This is an optimization exercise on Yosys and OpenROAD, whose aim is small area and a short achievable clock period, not a production implementation. In this exercise RTL edits were held to simulation tests only and were not proved equivalent to the original. No driver is modelled on the clock port, so clocking that relies on it looks cheaper here than on a real chip. Power is estimated from default activity; no workload was simulated.

// cpu_trace_buffer
module cpu_trace_buffer #(
    parameter int unsigned DEPTH     = 64,
    parameter int unsigned POST_TRIG = 32,
    parameter int unsigned AW        = $clog2(DEPTH)
) (
    input  logic          clk,
    input  logic          rst,
    input  logic          arm,
    input  logic          force_trig,
    input  logic          trig_en,
    input  logic [15:0]   trig_pc,
    input  logic          trace_valid,
    input  logic [15:0]   trace_pc,
    input  logic [7:0]    trace_ir,
    input  logic [15:0]   trace_sp,
    input  logic [3:0]    trace_flags,
    input  logic          rd_en,
    output logic          rd_valid,
    output logic [43:0]   rd_data,
    output logic [1:0]    state,
    output logic [AW:0]   entries,
    output logic          done
);
For scale: about 4300 cells after synthesis, ~2900 flip-flops, ~120 I/O pins, ~96000 um2 of cells after synthesis.
clock: 4.0 ns
lec_check: 0
cap_margin: 20
core_margin: 2
core_utilization: 65
setup_slack_margin: 2.15
slew_margin: 20
standard.sh (not shown) runs the stock make flow with config.mk's settings and CLKGATE_MAP_FILE= SYNTH_SCRIPT=/design/flow/synth_recipe.tcl, a recipe that flattens the netlist after the stock synthesis.
==> flow/flow/run.sh <==
#!/bin/bash
# Own layout flow: the standard ORFS flow (standard.sh, unchanged synthesis), with these
# changes to how the layout is made:
#  - the port buffers are plain sky130_fd_sc_hd__buf_2 cells (the default pick is a delay
#    cell that footprint-matched repair cannot swap out later);
#  - after repair_design, fanout_tree.tcl replaces the buffering of the storage enable net
#    (about 2800 DE pins) with a two-level grid tree;
#  - the clock tree uses sink clusters of 30 within 60 um and no dummy loads;
#  - after CTS, split_root.tcl gives the clock port four root buffers instead of one (each
#    drives the level-1 buffers on its side), so the balanced tree has a shorter delay;
#  - the timing repair right after CTS is skipped (it would see the tree before the split);
#    the repair after global routing, which also fixes hold, does the work.
# make's full output goes to flow_make.log here; each ORFS step keeps its own log under
# orfs/logs/ (the hooks print to 3_4_place_resized.log and 4_1_cts.log).
set -euo pipefail
cd "$(dirname "$0")/.."
bash standard.sh \
  'BUFFER_PORTS_ARGS=-buffer_cell sky130_fd_sc_hd__buf_2' \
  "POST_RESIZE_TCL=$PWD/flow/fanout_tree.tcl" \
  'CTS_ARGS=-sink_clustering_enable -repair_clock_nets -sink_clustering_size 30 -sink_clustering_max_diameter 60 -dont_use_dummy_load' \
  "POST_CTS_TCL=$PWD/flow/split_root.tcl" \
  'SKIP_CTS_REPAIR_TIMING=1' \
  finish > flow_make.log 2>&1
==> flow/flow/fanout_tree.tcl <==
# Rebuild the buffer tree of a high-fanout net as a two-level grid tree (own flow, see run.sh).
proc ft_is_buffer { inst } {
  set m [[$inst getMaster] getName]
  return [regexp {^sky130_fd_sc_hd__(buf|clkbuf|bufbuf)_[0-9]+$} $m]
}
proc ft_center { inst } {
  set bb [$inst getBBox]
  return [list [expr {([$bb xMin]+[$bb xMax])/2}] [expr {([$bb yMin]+[$bb yMax])/2}]]
}
proc build_fanout_tree { root_net ncol nrow leaf_cell mid_cell root_cell prefix sink_pin } {
  set block [ord::get_db_block]
  # collect sinks through existing buffers
  set sinks {}; set bufs {}; set nets {}
  set todo [list $root_net]
  while {[llength $todo]} {
    set net [lindex $todo 0]; set todo [lrange $todo 1 end]
    foreach it [$net getITerms] {
      if {![$it isInputSignal]} continue
      set inst [$it getInst]
      if {[ft_is_buffer $inst]} {
        lappend bufs $inst
        set onet [[$inst findITerm X] getNet]
        if {$onet != "NULL"} { lappend todo $onet; lappend nets $onet }
      } else {
        lappend sinks $it
      }
    }
  }
  puts "fanout tree [$root_net getName]: [llength $sinks] sinks, removing [llength $bufs] buffers"
  foreach b $bufs { foreach it [$b getITerms] { $it disconnect } ; odb::dbInst_destroy $b }
  foreach n $nets { odb::dbNet_destroy $n }
  # only pins named sink_pin go into the tree; other loads hang on the driver's net
  set tree_sinks {}
  foreach it $sinks {
    if {$sink_pin eq "" || [[$it getMTerm] getName] eq $sink_pin} { lappend tree_sinks $it } else { $it disconnect; $it connect $root_net }
  }
  puts "fanout tree: [llength $tree_sinks] $sink_pin pins in the tree, [expr {[llength $sinks]-[llength $tree_sinks]}] other loads on the driver"
  set sinks $tree_sinks
  # optional root buffer next to the driver
  set top_net $root_net
  if {$root_cell ne ""} {
    set drv_it [$root_net getFirstOutput]
    set rootb [odb::dbInst_create $block [[ord::get_db] findMaster $root_cell] "${prefix}_root"]
    set top_net [odb::dbNet_create $block "${prefix}_rootnet"]
    [$rootb findITerm A] connect $root_net
    [$rootb findITerm X] connect $top_net
    set c [ft_center [$drv_it getInst]]
    $rootb setLocation [lindex $c 0] [lindex $c 1]
    $rootb setPlacementStatus PLACED
  }
  # sort sinks into columns by x, then rows by y
  set pts {}
  foreach it $sinks { set c [ft_center [$it getInst]]; lappend pts [list $it [lindex $c 0] [lindex $c 1]] }
  set pts [lsort -integer -index 1 $pts]
  set n [llength $pts]
  set leafm [[ord::get_db] findMaster $leaf_cell]
  if {$mid_cell ne ""} { set midm [[ord::get_db] findMaster $mid_cell] }
  set li 0
  for {set c 0} {$c < $ncol} {incr c} {
    set col [lsort -integer -index 2 [lrange $pts [expr {$c*$n/$ncol}] [expr {($c+1)*$n/$ncol - 1}]]]
    set cn [llength $col]
    if {$cn == 0} continue
    if {$mid_cell ne ""} {
      set mid [odb::dbInst_create $block $midm "${prefix}_mid$c"]
      set mnet [odb::dbNet_create $block "${prefix}_midnet$c"]
      [$mid findITerm A] connect $top_net
      [$mid findITerm X] connect $mnet
    } else {
      set mnet $top_net
    }
    set msx 0; set msy 0; set mc 0
    for {set r 0} {$r < $nrow} {incr r} {
      set grp [lrange $col [expr {$r*$cn/$nrow}] [expr {($r+1)*$cn/$nrow - 1}]]
      if {[llength $grp] == 0} continue
      set sx 0; set sy 0
      foreach p $grp { set sx [expr {$sx + [lindex $p 1]}]; set sy [expr {$sy + [lindex $p 2]}] }
      set cx [expr {$sx / [llength $grp]}]; set cy [expr {$sy / [llength $grp]}]
      set leaf [odb::dbInst_create $block $leafm "${prefix}_leaf$li"]
      set lnet [odb::dbNet_create $block "${prefix}_leafnet$li"]
      incr li
      [$leaf findITerm A] connect $mnet
      [$leaf findITerm X] connect $lnet
      foreach p $grp { set it [lindex $p 0]; $it disconnect; $it connect $lnet }
      $leaf setLocation $cx $cy
      $leaf setPlacementStatus PLACED
      set msx [expr {$msx + $cx}]; set msy [expr {$msy + $cy}]; incr mc
    }
    if {$mid_cell ne ""} {
      $mid setLocation [expr {$msx / $mc}] [expr {$msy / $mc}]
      $mid setPlacementStatus PLACED
    }
  }
  puts "fanout tree [$root_net getName]: $li leaf buffers ($leaf_cell), $ncol mid buffers ($mid_cell), root buffer '$root_cell'"
}

# The net feeding pin sink_pin of the first instance of cell sink_cell, traced back through
# buffers to the first driver that is not a buffer.
proc ft_source_net { sink_cell sink_pin } {
  set block [ord::get_db_block]
  set inst "NULL"
  foreach i [$block getInsts] {
    if {[[$i getMaster] getName] eq $sink_cell} { set inst $i; break }
  }
  set net [[$inst findITerm $sink_pin] getNet]
  while {1} {
    set drv [$net getFirstOutput]
    if {$drv == "NULL"} { return $net }
    set dinst [$drv getInst]
    if {![ft_is_buffer $dinst]} { return $net }
    set net [[$dinst findITerm A] getNet]
  }
}

# Post-resize hook: the storage enable (one net reaching the DE pin of every storage
# flip-flop, about 2800 pins) gets a buffer tree of its own: a root buffer by its driver,
# 8 column buffers, each driving 16 leaf buffers of about 22 DE pins. Detailed placement
# legalizes the new buffers next.
build_fanout_tree [ft_source_net sky130_fd_sc_hd__edfxtp_1 DE] 8 16 sky130_fd_sc_hd__buf_4 sky130_fd_sc_hd__buf_16 sky130_fd_sc_hd__buf_16 detree DE

# The read select: each one-hot select flip-flop drives one input of the read mux in
# every bit (44 loads); give each of them 4 leaf buffers of about 11 loads.
foreach inst [[ord::get_db_block] getInsts] {
  if {[regexp {^rd_sel} [$inst getName]] && [[$inst getMaster] getName] ne "" && [$inst findITerm Q] ne "NULL"} {
    set net [[$inst findITerm Q] getNet]
    if {$net ne "NULL" && [llength [$net getITerms]] > 12} {
      set tag [regsub -all {[^A-Za-z0-9_]} [$inst getName] {_}]
      build_fanout_tree $net 2 2 sky130_fd_sc_hd__buf_4 "" "" seltree_$tag ""
    }
  }
}
Other scripts of this flow, unchanged in this note and not shown: flow/flow/split_root.tcl
Next try:
--- a/flow/flow/run.sh
+++ b/flow/flow/run.sh
@@ -8,7 +8,5 @@
 #  - the clock tree uses sink clusters of 30 within 60 um and no dummy loads;
 #  - after CTS, split_root.tcl gives the clock port four root buffers instead of one (each
-#    drives the level-1 buffers on its side), so the balanced tree has a shorter delay;
-#  - the timing repair right after CTS is skipped (it would see the tree before the split);
-#    the repair after global routing, which also fixes hold, does the work.
+#    drives the level-1 buffers on its side), so the balanced tree has a shorter delay.
 # make's full output goes to flow_make.log here; each ORFS step keeps its own log under
 # orfs/logs/ (the hooks print to 3_4_place_resized.log and 4_1_cts.log).
@@ -20,4 +18,3 @@
   'CTS_ARGS=-sink_clustering_enable -repair_clock_nets -sink_clustering_size 30 -sink_clustering_max_diameter 60 -dont_use_dummy_load' \
   "POST_CTS_TCL=$PWD/flow/split_root.tcl" \
-  'SKIP_CTS_REPAIR_TIMING=1' \
   finish > flow_make.log 2>&1
Outcome:
- via count barely changes
- setup slack is about the same
- utilization barely changes
Next try:
--- a/flow/flow/run.sh
+++ b/flow/flow/run.sh
@@ -6,5 +6,6 @@
 #  - after repair_design, fanout_tree.tcl replaces the buffering of the storage enable net
 #    (about 2800 DE pins) with a two-level grid tree;
-#  - the clock tree uses sink clusters of 30 within 60 um and no dummy loads;
+#  - the clock tree uses sink clusters of 18 within 45 um driven by clkbuf_8 leaf buffers,
+#    and no dummy loads;
 #  - after CTS, split_root.tcl gives the clock port four root buffers instead of one (each
 #    drives the level-1 buffers on its side), so the balanced tree has a shorter delay.
@@ -16,5 +17,5 @@
   'BUFFER_PORTS_ARGS=-buffer_cell sky130_fd_sc_hd__buf_2' \
   "POST_RESIZE_TCL=$PWD/flow/fanout_tree.tcl" \
-  'CTS_ARGS=-sink_clustering_enable -repair_clock_nets -sink_clustering_size 30 -sink_clustering_max_diameter 60 -dont_use_dummy_load' \
+  'CTS_ARGS=-sink_clustering_enable -repair_clock_nets -sink_clustering_size 18 -sink_clustering_max_diameter 45 -sink_clustering_buffer sky130_fd_sc_hd__clkbuf_8 -dont_use_dummy_load' \
   "POST_CTS_TCL=$PWD/flow/split_root.tcl" \
   finish > flow_make.log 2>&1
Outcome: Cell count went up by 0.85%; worst setup slack improves by 0.020 ns; utilization drops by 0.54 points; design area fell by 0.75%; worst hold slack gains 0.0075 ns; power went down by 2.5%; maximum frequency goes up by 1.0%; routed wire length rose by 0.56%; first-iteration DRC count decreases by 5.3%.
Next try:
--- a/flow/flow/run.sh
+++ b/flow/flow/run.sh
@@ -6,6 +6,5 @@
 #  - after repair_design, fanout_tree.tcl replaces the buffering of the storage enable net
 #    (about 2800 DE pins) with a two-level grid tree;
-#  - the clock tree uses sink clusters of 18 within 45 um driven by clkbuf_8 leaf buffers,
-#    and no dummy loads;
+#  - the clock tree uses sink clusters of 30 within 60 um and no dummy loads;
 #  - after CTS, split_root.tcl gives the clock port four root buffers instead of one (each
 #    drives the level-1 buffers on its side), so the balanced tree has a shorter delay.
@@ -17,5 +16,5 @@
   'BUFFER_PORTS_ARGS=-buffer_cell sky130_fd_sc_hd__buf_2' \
   "POST_RESIZE_TCL=$PWD/flow/fanout_tree.tcl" \
-  'CTS_ARGS=-sink_clustering_enable -repair_clock_nets -sink_clustering_size 18 -sink_clustering_max_diameter 45 -sink_clustering_buffer sky130_fd_sc_hd__clkbuf_8 -dont_use_dummy_load' \
+  'CTS_ARGS=-sink_clustering_enable -repair_clock_nets -sink_clustering_size 30 -sink_clustering_max_diameter 60 -dont_use_dummy_load' \
   "POST_CTS_TCL=$PWD/flow/split_root.tcl" \
   finish > flow_make.log 2>&1
--- a/flow/flow/fanout_tree.tcl
+++ b/flow/flow/fanout_tree.tcl
@@ -116,5 +116,5 @@
 # 8 column buffers, each driving 16 leaf buffers of about 22 DE pins. Detailed placement
 # legalizes the new buffers next.
-build_fanout_tree [ft_source_net sky130_fd_sc_hd__edfxtp_1 DE] 8 16 sky130_fd_sc_hd__buf_4 sky130_fd_sc_hd__buf_16 sky130_fd_sc_hd__buf_16 detree DE
+build_fanout_tree [ft_source_net sky130_fd_sc_hd__edfxtp_1 DE] 8 16 sky130_fd_sc_hd__buf_8 sky130_fd_sc_hd__buf_16 sky130_fd_sc_hd__buf_16 detree DE
 
 # The read select: each one-hot select flip-flop drives one input of the read mux in
SETUP_SLACK_MARGIN = 1.9   (was 2.15)
Cell count decreases by 1.1%. Worst setup slack loses 0.015 ns. Final area increases by 1.1%. Clock skew increases by 0.021 ns. Via count decreases by 0.58%. Core utilization increases by 0.80 points. Fmax decreases by 0.78%. Critical path depth does not change. Power increases by 2.6%.

-- afterwards: timing with drivers on the ports --
In the flow no input, the clock included, has a driving cell. The finished layouts below were timed again as built, in two steps.
Step 1 assumes that a clkbuf_16 drives the clock port and a buf_2 every other input.
Step 2 moves the port delays by t, midway between the first and last clock arrival at a register: inputs arrive t later, outputs are due t later. That takes back most of the time a late clock gives input paths.
Three values: ideal ports, drivers, drivers and shift; two values: the first two.
run	t (ns)	setup slack, ns	hold WS [ns]	cell pins on the clock port's net
the first run	0.698	2.063 / 1.918 / 1.602	0.229 / 0.113 / 0.380	4
the second run	0.700	2.060 / 1.913 / 1.601	0.376 / 0.277 / 0.376	4
the third run	0.695	2.080 / 1.934 / 1.606	0.383 / 0.279 / 0.383	4
the fourth run	0.686	2.065 / 1.925 / 1.654	0.363 / 0.285 / 0.363	4
After both steps setup and hold are still met in every run listed. The setup slack of the third run, which loses most, moves by -0.146 ns with the drivers and by -0.474 ns with both steps.
